This is an optimization exercise on Yosys and OpenROAD, whose aim is small area and a short achievable clock period, not a production implementation.
Only simulation tests tie the RTL to the original design; equivalence was not proved.

$ cat config.mk
export PLATFORM = sky130hd
export DESIGN_NAME = servo_top
export DESIGN_NICKNAME = servo_top
export VERILOG_FILES = /design/flow/design.v
export SDC_FILE = /design/flow/constraint.sdc
export NUM_CORES = 4
export LEC_CHECK = 0
export CAP_MARGIN = 20
export CORE_MARGIN = 2
export CORE_UTILIZATION = 40
export SLEW_MARGIN = 20
$ cat constraint.sdc
create_clock -name core_clock -period 16.0 [get_ports {clk1}]
set_input_delay 3.2000 -clock core_clock [delete_from_list [all_inputs] [get_ports {clk1}]]
set_output_delay 3.2000 -clock core_clock [all_outputs]
set_load 0.01 [all_outputs]
$ cat design.v
package servo_pkg;
	localparam int ADC_W = 16;
	localparam int SIGNAL_W = 24;
	localparam int COEF_W = 18;
	localparam int COEF_FRAC = 16;
	localparam int DAC_W = 16;
	localparam int WB_AW = 4;
	localparam int WB_DW = 32;
	localparam logic [WB_DW-1:0] FW_VERSION = 32'h0000_0012;
	typedef enum logic [WB_AW-1:0] {
		REG_VERSION = 4'd0,
		REG_CONTROL = 4'd1,
		REG_A1_0    = 4'd2,
		REG_B0_0    = 4'd3,
		REG_B1_0    = 4'd4,
		REG_A1_1    = 4'd5,
		REG_B0_1    = 4'd6,
		REG_B1_1    = 4'd7
	} reg_addr_e;
endpackage
`timescale 1ns/1ns
module iir_first_order #(
	parameter int ADC_W     = servo_pkg::ADC_W,
	parameter int SIGNAL_W  = servo_pkg::SIGNAL_W,
	parameter int COEF_W    = servo_pkg::COEF_W,
	parameter int COEF_FRAC = servo_pkg::COEF_FRAC
) (
	input  logic                        clk1,
	input  logic                        i_rst_n,
	input  logic                        i_on,
	input  logic signed [COEF_W-1:0]    i_a1,
	input  logic signed [COEF_W-1:0]    i_b0,
	input  logic signed [COEF_W-1:0]    i_b1,
	input  logic signed [ADC_W-1:0]     i_sample,
	input  logic                        i_valid,
	output logic signed [SIGNAL_W-1:0]  o_signal,
	output logic                        o_valid
);
	localparam int SHIFT = SIGNAL_W - ADC_W;
	localparam int PROD_W = COEF_W + SIGNAL_W;
	localparam int ACC_W = PROD_W + 2;
	localparam logic signed [SIGNAL_W-1:0] SIG_MAX = {1'b0, {(SIGNAL_W-1){1'b1}}};
	localparam logic signed [SIGNAL_W-1:0] SIG_MIN = {1'b1, {(SIGNAL_W-1){1'b0}}};
	logic signed [SIGNAL_W-1:0] xs;
	logic signed [SIGNAL_W-1:0] xs_prev;
	logic signed [PROD_W-1:0]   p_a1;
	logic signed [PROD_W-1:0]   p_b0;
	logic signed [PROD_W-1:0]   p_b1;
	logic signed [ACC_W-1:0]    acc;
	logic signed [ACC_W-1:0]    acc_sh;
	logic                       ovf;
	logic signed [SIGNAL_W-1:0] y_sat;
	assign xs = SIGNAL_W'(i_sample) <<< SHIFT;
	assign p_a1 = i_a1 * o_signal;
	assign p_b0 = i_b0 * xs;
	assign p_b1 = i_b1 * xs_prev;
	assign acc = p_a1 + p_b0 + p_b1;
	assign acc_sh = acc >>> COEF_FRAC;
	assign ovf = acc_sh[ACC_W-1:SIGNAL_W-1] != {(ACC_W-SIGNAL_W+1){acc_sh[ACC_W-1]}};
	always_comb begin
		if (!ovf) begin
			y_sat = acc_sh[SIGNAL_W-1:0];
		end else if (acc_sh[ACC_W-1]) begin
			y_sat = SIG_MIN;
		end else begin
			y_sat = SIG_MAX;
		end
	end
	always_ff @(posedge clk1 or negedge i_rst_n) begin
		if (!i_rst_n) begin
			o_signal <= '0;
			xs_prev <= '0;
			o_valid <= 1'b0;
		end else begin
			o_valid <= i_valid;
			if (i_valid) begin
				o_signal <= i_on ? y_sat : xs;
				xs_prev <= xs;
			end
		end
	end
endmodule
`timescale 1ns/1ns
module channel_diff #(
	parameter int SIGNAL_W = servo_pkg::SIGNAL_W,
	parameter int DAC_W    = servo_pkg::DAC_W
) (
	input  logic                        clk1,
	input  logic                        i_rst_n,
	input  logic signed [SIGNAL_W-1:0]  i_sig0,
	input  logic signed [SIGNAL_W-1:0]  i_sig1,
	input  logic                        i_valid0,
	input  logic                        i_valid1,
	output logic signed [SIGNAL_W-1:0]  o_error,
	output logic signed [DAC_W-1:0]     o_dac_word,
	output logic                        o_dac_valid
);
	localparam logic signed [SIGNAL_W-1:0] SIG_MAX = {1'b0, {(SIGNAL_W-1){1'b1}}};
	localparam logic signed [SIGNAL_W-1:0] SIG_MIN = {1'b1, {(SIGNAL_W-1){1'b0}}};
	logic signed [SIGNAL_W:0]   diff;
	logic signed [SIGNAL_W-1:0] diff_sat;
	logic                       valid;
	assign valid = i_valid0 & i_valid1;
	assign diff = i_sig0 - i_sig1;
	always_comb begin
		if (diff[SIGNAL_W] == diff[SIGNAL_W-1]) begin
			diff_sat = diff[SIGNAL_W-1:0];
		end else if (diff[SIGNAL_W]) begin
			diff_sat = SIG_MIN;
		end else begin
			diff_sat = SIG_MAX;
		end
	end
	always_ff @(posedge clk1 or negedge i_rst_n) begin
		if (!i_rst_n) begin
			o_error <= '0;
			o_dac_valid <= 1'b0;
		end else begin
			o_dac_valid <= valid;
			if (valid) begin
				o_error <= diff_sat;
			end
		end
	end
	assign o_dac_word = o_error[SIGNAL_W-1 -: DAC_W];
endmodule
`timescale 1ns/1ns
module servo_regs #(
	parameter int COEF_W = servo_pkg::COEF_W
) (
	input  logic                          clk1,
	input  logic                          i_rst_n,
	input  logic                          i_wb_cyc,
	input  logic                          i_wb_stb,
	input  logic                          i_wb_we,
	input  logic [servo_pkg::WB_AW-1:0]   i_wb_adr,
	input  logic [servo_pkg::WB_DW-1:0]   i_wb_dat,
	output logic [servo_pkg::WB_DW-1:0]   o_wb_dat,
	output logic                          o_wb_ack,
	output logic                          o_filt_on0,
	output logic                          o_filt_on1,
	output logic signed [COEF_W-1:0]      o_a1_0,
	output logic signed [COEF_W-1:0]      o_b0_0,
	output logic signed [COEF_W-1:0]      o_b1_0,
	output logic signed [COEF_W-1:0]      o_a1_1,
	output logic signed [COEF_W-1:0]      o_b0_1,
	output logic signed [COEF_W-1:0]      o_b1_1,
	output logic [1:0]                    o_afe_gain0,
	output logic [1:0]                    o_afe_gain1
);
	localparam int NUM_COEF = 6;
	servo_pkg::reg_addr_e                 addr;
	logic                      wb_req;
	logic                      wb_new;
	logic [2:0]                coef_sel;
	logic [5:0]                ctrl_q;
	logic signed [COEF_W-1:0]  coef_q [NUM_COEF];
	logic [servo_pkg::WB_DW-1:0]          rd_data;
	assign addr = servo_pkg::reg_addr_e'(i_wb_adr);
	assign wb_req = i_wb_cyc & i_wb_stb;
	assign wb_new = wb_req & ~o_wb_ack;
	assign coef_sel = 3'(addr - servo_pkg::REG_A1_0);
	always_ff @(posedge clk1 or negedge i_rst_n) begin
		if (!i_rst_n) begin
			o_wb_ack <= 1'b0;
			ctrl_q <= '0;
			for (int i = 0; i < NUM_COEF; i++) begin
				coef_q[i] <= '0;
			end
		end else begin
			o_wb_ack <= wb_new;
			if (wb_new && i_wb_we) begin
				case (addr)
					servo_pkg::REG_CONTROL: begin
						ctrl_q <= i_wb_dat[5:0];
					end
					servo_pkg::REG_A1_0, servo_pkg::REG_B0_0, servo_pkg::REG_B1_0,
					servo_pkg::REG_A1_1, servo_pkg::REG_B0_1, servo_pkg::REG_B1_1: begin
						coef_q[coef_sel] <= i_wb_dat[COEF_W-1:0];
					end
					default: begin
					end
				endcase
			end
		end
	end
	always_comb begin
		case (addr)
			servo_pkg::REG_VERSION: begin
				rd_data = servo_pkg::FW_VERSION;
			end
			servo_pkg::REG_CONTROL: begin
				rd_data = {{(servo_pkg::WB_DW-6){1'b0}}, ctrl_q};
			end
			servo_pkg::REG_A1_0, servo_pkg::REG_B0_0, servo_pkg::REG_B1_0,
			servo_pkg::REG_A1_1, servo_pkg::REG_B0_1, servo_pkg::REG_B1_1: begin
				rd_data = {{(servo_pkg::WB_DW-COEF_W){coef_q[coef_sel][COEF_W-1]}}, coef_q[coef_sel]};
			end
			default: begin
				rd_data = '0;
			end
		endcase
	end
	always_ff @(posedge clk1) begin
		if (wb_new) begin
			o_wb_dat <= rd_data;
		end
	end
	assign o_filt_on0 = ctrl_q[0];
	assign o_filt_on1 = ctrl_q[1];
	assign o_a1_0 = coef_q[0];
	assign o_b0_0 = coef_q[1];
	assign o_b1_0 = coef_q[2];
	assign o_a1_1 = coef_q[3];
	assign o_b0_1 = coef_q[4];
	assign o_b1_1 = coef_q[5];
	assign o_afe_gain0 = 2'd3 - ctrl_q[3:2];
	assign o_afe_gain1 = 2'd3 - ctrl_q[5:4];
endmodule
`timescale 1ns/1ns
module servo_top #(
	parameter int ADC_W     = servo_pkg::ADC_W,
	parameter int SIGNAL_W  = servo_pkg::SIGNAL_W,
	parameter int COEF_W    = servo_pkg::COEF_W,
	parameter int COEF_FRAC = servo_pkg::COEF_FRAC,
	parameter int DAC_W     = servo_pkg::DAC_W
) (
	input  logic                          clk1,
	input  logic                          i_rst_n,
	input  logic                          i_wb_cyc,
	input  logic                          i_wb_stb,
	input  logic                          i_wb_we,
	input  logic [servo_pkg::WB_AW-1:0]   i_wb_adr,
	input  logic [servo_pkg::WB_DW-1:0]   i_wb_dat,
	output logic [servo_pkg::WB_DW-1:0]   o_wb_dat,
	output logic                          o_wb_ack,
	input  logic signed [ADC_W-1:0]       i_adc0,
	input  logic signed [ADC_W-1:0]       i_adc1,
	input  logic                          i_sample_valid,
	output logic signed [DAC_W-1:0]       o_dac_word,
	output logic                          o_dac_valid,
	output logic signed [SIGNAL_W-1:0]    o_error,
	output logic [1:0]                    o_afe_gain0,
	output logic [1:0]                    o_afe_gain1
);
	logic                       filt_on0;
	logic                       filt_on1;
	logic signed [COEF_W-1:0]   a1_0;
	logic signed [COEF_W-1:0]   b0_0;
	logic signed [COEF_W-1:0]   b1_0;
	logic signed [COEF_W-1:0]   a1_1;
	logic signed [COEF_W-1:0]   b0_1;
	logic signed [COEF_W-1:0]   b1_1;
	servo_regs #(
		.COEF_W(COEF_W)
	) regs_i (
		.clk1(clk1),
		.i_rst_n(i_rst_n),
		.i_wb_cyc(i_wb_cyc),
		.i_wb_stb(i_wb_stb),
		.i_wb_we(i_wb_we),
		.i_wb_adr(i_wb_adr),
		.i_wb_dat(i_wb_dat),
		.o_wb_dat(o_wb_dat),
		.o_wb_ack(o_wb_ack),
		.o_filt_on0(filt_on0),
		.o_filt_on1(filt_on1),
		.o_a1_0(a1_0),
		.o_b0_0(b0_0),
		.o_b1_0(b1_0),
		.o_a1_1(a1_1),
		.o_b0_1(b0_1),
		.o_b1_1(b1_1),
		.o_afe_gain0(o_afe_gain0),
		.o_afe_gain1(o_afe_gain1)
	);
	logic signed [SIGNAL_W-1:0] sig0;
	logic signed [SIGNAL_W-1:0] sig1;
	logic                       sig0_valid;
	logic                       sig1_valid;
	iir_first_order #(
		.ADC_W(ADC_W),
		.SIGNAL_W(SIGNAL_W),
		.COEF_W(COEF_W),
		.COEF_FRAC(COEF_FRAC)
	) iir0_i (
		.clk1(clk1),
		.i_rst_n(i_rst_n),
		.i_on(filt_on0),
		.i_a1(a1_0),
		.i_b0(b0_0),
		.i_b1(b1_0),
		.i_sample(i_adc0),
		.i_valid(i_sample_valid),
		.o_signal(sig0),
		.o_valid(sig0_valid)
	);
	iir_first_order #(
		.ADC_W(ADC_W),
		.SIGNAL_W(SIGNAL_W),
		.COEF_W(COEF_W),
		.COEF_FRAC(COEF_FRAC)
	) iir1_i (
		.clk1(clk1),
		.i_rst_n(i_rst_n),
		.i_on(filt_on1),
		.i_a1(a1_1),
		.i_b0(b0_1),
		.i_b1(b1_1),
		.i_sample(i_adc1),
		.i_valid(i_sample_valid),
		.o_signal(sig1),
		.o_valid(sig1_valid)
	);
	channel_diff #(
		.SIGNAL_W(SIGNAL_W),
		.DAC_W(DAC_W)
	) diff_i (
		.clk1(clk1),
		.i_rst_n(i_rst_n),
		.i_sig0(sig0),
		.i_sig1(sig1),
		.i_valid0(sig0_valid),
		.i_valid1(sig1_valid),
		.o_error(o_error),
		.o_dac_word(o_dac_word),
		.o_dac_valid(o_dac_valid)
	);
endmodule
$ cat run.sh
#!/bin/bash
# synth_recipe.tcl (not shown) runs the flow's synth.tcl, then flattens the netlist and writes it again
# the make line also repeats each setting of config.mk as NAME=value (left out here)
make -C /OpenROAD-flow-scripts/flow DESIGN_CONFIG=/design/flow/config.mk WORK_HOME=/design/flow/orfs CLKGATE_MAP_FILE= SYNTH_SCRIPT=/design/flow/synth_recipe.tcl finish
==> run notes <==
Mean Syn Cell Area 9.25 µm²; Simple-Gate Fraction of Synth Area 14.5%; most common cell in the synthesized netlist inv_1; Period Utilization, post-route 97.0%; drt first-iter violations 4097; gr usage total 23.4%; initial antenna violation count 10; Worst Skew 0.0335 ns; final setup violation count 0; reg2reg start regs_i.coef_q[1][11]$_DFFE_PN0P_; Sink Count 239; IO buf count 137; DR vias 65400; Mapped Nets 12500; vias in the first global route 71300; total global routing overflow 0; Final Hold Viols 0; sequential-to-total area share from yosys stat 6.82%; final instance area 98200 µm²; Die Area between 200000 and 250000 µm²; mux share of post-synthesis cell area 2.17%; Synth Area in Compound Gates 5.92%; largest net degree at the start of global routing between 70 and 80; R2R Setup Slk 2.41 ns; Critical path origin i_adc1[3]; Ports 152; Worst slew margin approximately 15%; global-route wire length before repair 408000 µm; outcome no timing/DRC/antenna violations; Crit path arrival time between 15 and 20 ns; # fillers 21400; clk root buf clkbuf_16; Slowest cell on crit path fa_1; drc violations 0; Placed Instance Area between 90000 and 100000 µm²; area grow syn2layout 10.3%; drt total wl 256000 µm; GPL Wtd Cong just over 0.9; HPWL after DPL 213000 µm; Slew @ Worst Pin between 1 and 1.5 ns; Yosys reg bits between 200 and 250; htree depth 2; largest family of logic cells by synthesized area adder cells; XOR/XNOR share of the synthesized area 2.78%; vias per inst roughly 5; Initial DRT Pass Iterations 5; hold buffers post-CTS 0; worst reg2reg path endpoint iir0_i.o_signal[18]$_DFFE_PN0P_; synth warn 4; clock slew at reported path FFs 0.07 ns; Most Frequent Cell on Critical Path fa_1; top post-synthesis cells by area fa_1 (47%), inv_1 (9.4%), ha_1 (9.3%), dfrtp_1 (6.2%), nand2_1 (5.8%); Post-synth top flop dfrtp_1; CTS tree yes; Bufs on Longest Clock Path 3; Mapped Area between 80000 and 90000 µm²; top-area cell type share of the netlist area 47.0%; share of cells above drive strength 1 8.85%; Non-Filler Instances 12900; WS Path Type in -> reg; wire length per cell 19.9 µm; Core Area 222000 µm²; row cnt 173; die width roughly 480 µm; leading area contributor after synthesis fa_1; worst-path fanout max 9; area share of fa/ha/maj cells after synthesis 56.3%; crit path launch type primary input; nets ~13000; Die Height roughly 480 µm; CP peak stage delay approximately 0.55 ns; # placed instances 12800; path depth of the worst reg2reg path 51; post-layout min period 15.52 ns; area of the multi-input gates 73100 µm²; fmax 64.4 MHz; max-slew violations 0; Worst EP required 16.51 ns; Num CTS Buffers 34; CP Capture Type flip-flop; worst hold path class reg -> reg; Max-cap violations 0; clock latency on the worst-skew pair roughly 0.65 ns; Worst Setup EP iir1_i.o_signal[11]$_DFFE_PN0P_; EDFF count, synth 18; Initial Utilization 40.2%; top post-synthesis cells by count inv_1 (2224), fa_1 (2089), nand2_1 (1376), and2_1 (729), ha_1 (664); Syn Inst Count 9628; FF+latch area 6070 µm²; Yosys cell types 94; final antenna-violating net count 0; ys async rst share about 92%
layout make-up:
cell class                 count  share of cell area, %
antenna                        3                0.00765
clock buffer                  44                  0.976
clock inverter                18                  0.263
inverter                    2226                   8.51
multi-input combinational   6692                   74.5
sequential                   239                   6.19
tap                         2975                   3.79
timing repair buffer         665                   5.78
sequential cells by signal, summed over array words and instances, names as in the netlist:
signal / cells
regs_i.coef_q: 108
diff_i.o_error: 24
iir0_i.o_signal: 24
iir1_i.o_signal: 24
regs_i.o_wb_dat: 18
iir0_i.xs_prev: 16
iir1_i.xs_prev: 16
regs_i.ctrl_q: 6
diff_i.o_dac_valid: 1
iir1_i.o_valid: 1
regs_i.o_wb_ack: 1
stage by stage:
stage,setup TNS [ns],utilization [%],hold WS (ns),worst slack [ns]
after floorplan,0,-,0.412,0.584
after global placement,-20.23,43.5,0.472,-0.678
after detailed placement,-23.62,43.5,0.480,-0.747
after CTS,0,44.0,0.469,0.0461
after global routing,-0.502,44.3,0.479,-0.0659
final,0,44.3,0.460,0.478
cell families (layout without fill, tap and decap cells):
family | count (synthesis) | in the layout
DFF | 239 | 239
adders and majority gates | 2753 | 2753
and+or+nand+nor | 2719 | 2719
muxes | 164 | 164
xor gates and xnor gates | 283 | 283
other | 0 | 3
AOI/OAI and AO/OA | 773 | 773
buffers and inverters | 2697 | 2953
per-layer routing:
| layer | vias up | wire, µm | GRT usage (%) |
|---|---|---|---|
| li1 | 29100 | - | - |
| met1 | 34300 | 105000 | 30.3 |
| met2 | 1688 | 124000 | 39.9 |
| met3 | 339 | 13600 | 2.81 |
| met4 | 4 | 12800 | 9.65 |
| met5 | - | 32 | 0 |
critical path, delay by kind of cell:
| kind | cells | cell delay, ns |
|---|---|---|
| adder cells (fa/ha/maj) | 14 | 6.21 |
| XOR/XNOR | 3 | 0.47 |
| AO/OA/AOI/OAI | 11 | 2.44 |
| buffers and inverters | 13 | 1.93 |
| AND/OR/NAND/NOR | 12 | 1.77 |
what timing repair did:
| action | CTS | global route |
|---|---|---|
| setup endpoints to repair | 19 | 47 |
| gates cloned | 0 | 4 |
| pin swaps | 2 | 59 |
| setup buffers | 0 | 14 |
| gates resized for setup | 4 | 88 |
layout by cell type, fill, tap and decap left out, types with 21 or more instances in the layout:
cell                n
ha_1              658
nand3_1            62
xnor2_1           207
dfrtp_1           219
nor2b_1            37
and2_1            729
mux2_2            144
nand2_1          1375
o31ai_1            33
nor3_1             56
clkbuf_16          38
o21ai_0           122
nand2b_1           87
inv_1            2223
clkdlybuf4s50_1   123
a31oi_1            32
a21oi_1           192
a21o_1             98
o21bai_1           24
nand4_1            26
o21a_1             41
xor2_1             72
buf_4             501
and3_1             26
a221oi_2           21
fa_1             2088
nor2_1            241
worst min path at each step:
| stage | start | end | slack (ns) | depth (start not counted) |
|---|---|---|---|---|
| after CTS | iir1_i.o_valid$_DFF_PN0_ | diff_i.o_dac_valid$_DFF_PN0_ | 0.47 | 0 |
| after global routing | iir1_i.o_valid$_DFF_PN0_ | diff_i.o_dac_valid$_DFF_PN0_ | 0.48 | 0 |
| after detailed placement | iir1_i.o_valid$_DFF_PN0_ | diff_i.o_dac_valid$_DFF_PN0_ | 0.48 | 0 |
| after global placement | diff_i.o_error[3]$_DFFE_PN0P_ | diff_i.o_error[3]$_DFFE_PN0P_ | 0.47 | 2 |
| after floorplan | iir1_i.o_valid$_DFF_PN0_ | diff_i.o_dac_valid$_DFF_PN0_ | 0.41 | 0 |
| final | iir1_i.o_valid$_DFF_PN0_ | diff_i.o_dac_valid$_DFF_PN0_ | 0.46 | 0 |

[port drivers added, routing unchanged]
In the flow no input, the clock included, has a driving cell. The finished layout below was timed again as built, in two steps. Step 1: set_driving_cell puts a clkbuf_16 on clk1 and a buf_2 on each other input, an assumption about the parent block. Step 2 moves the port delays by t, midway between the first and last clock arrival at a register: inputs arrive t later, outputs are due t later. That takes back most of the time a late clock gives input paths. Three values: ideal, step 1, step 2; two values: the first two.
t (ns): 0.706
setup WS [ns]: 0.478 / 0.524 / -0.182
latest minus earliest clock arrival (ns): 0.046 / 0.046
With both steps, setup timing fails in this run, where it was met with ideal ports. The setup slack of this run moves by +0.046 ns with the drivers and by -0.660 ns with both steps.
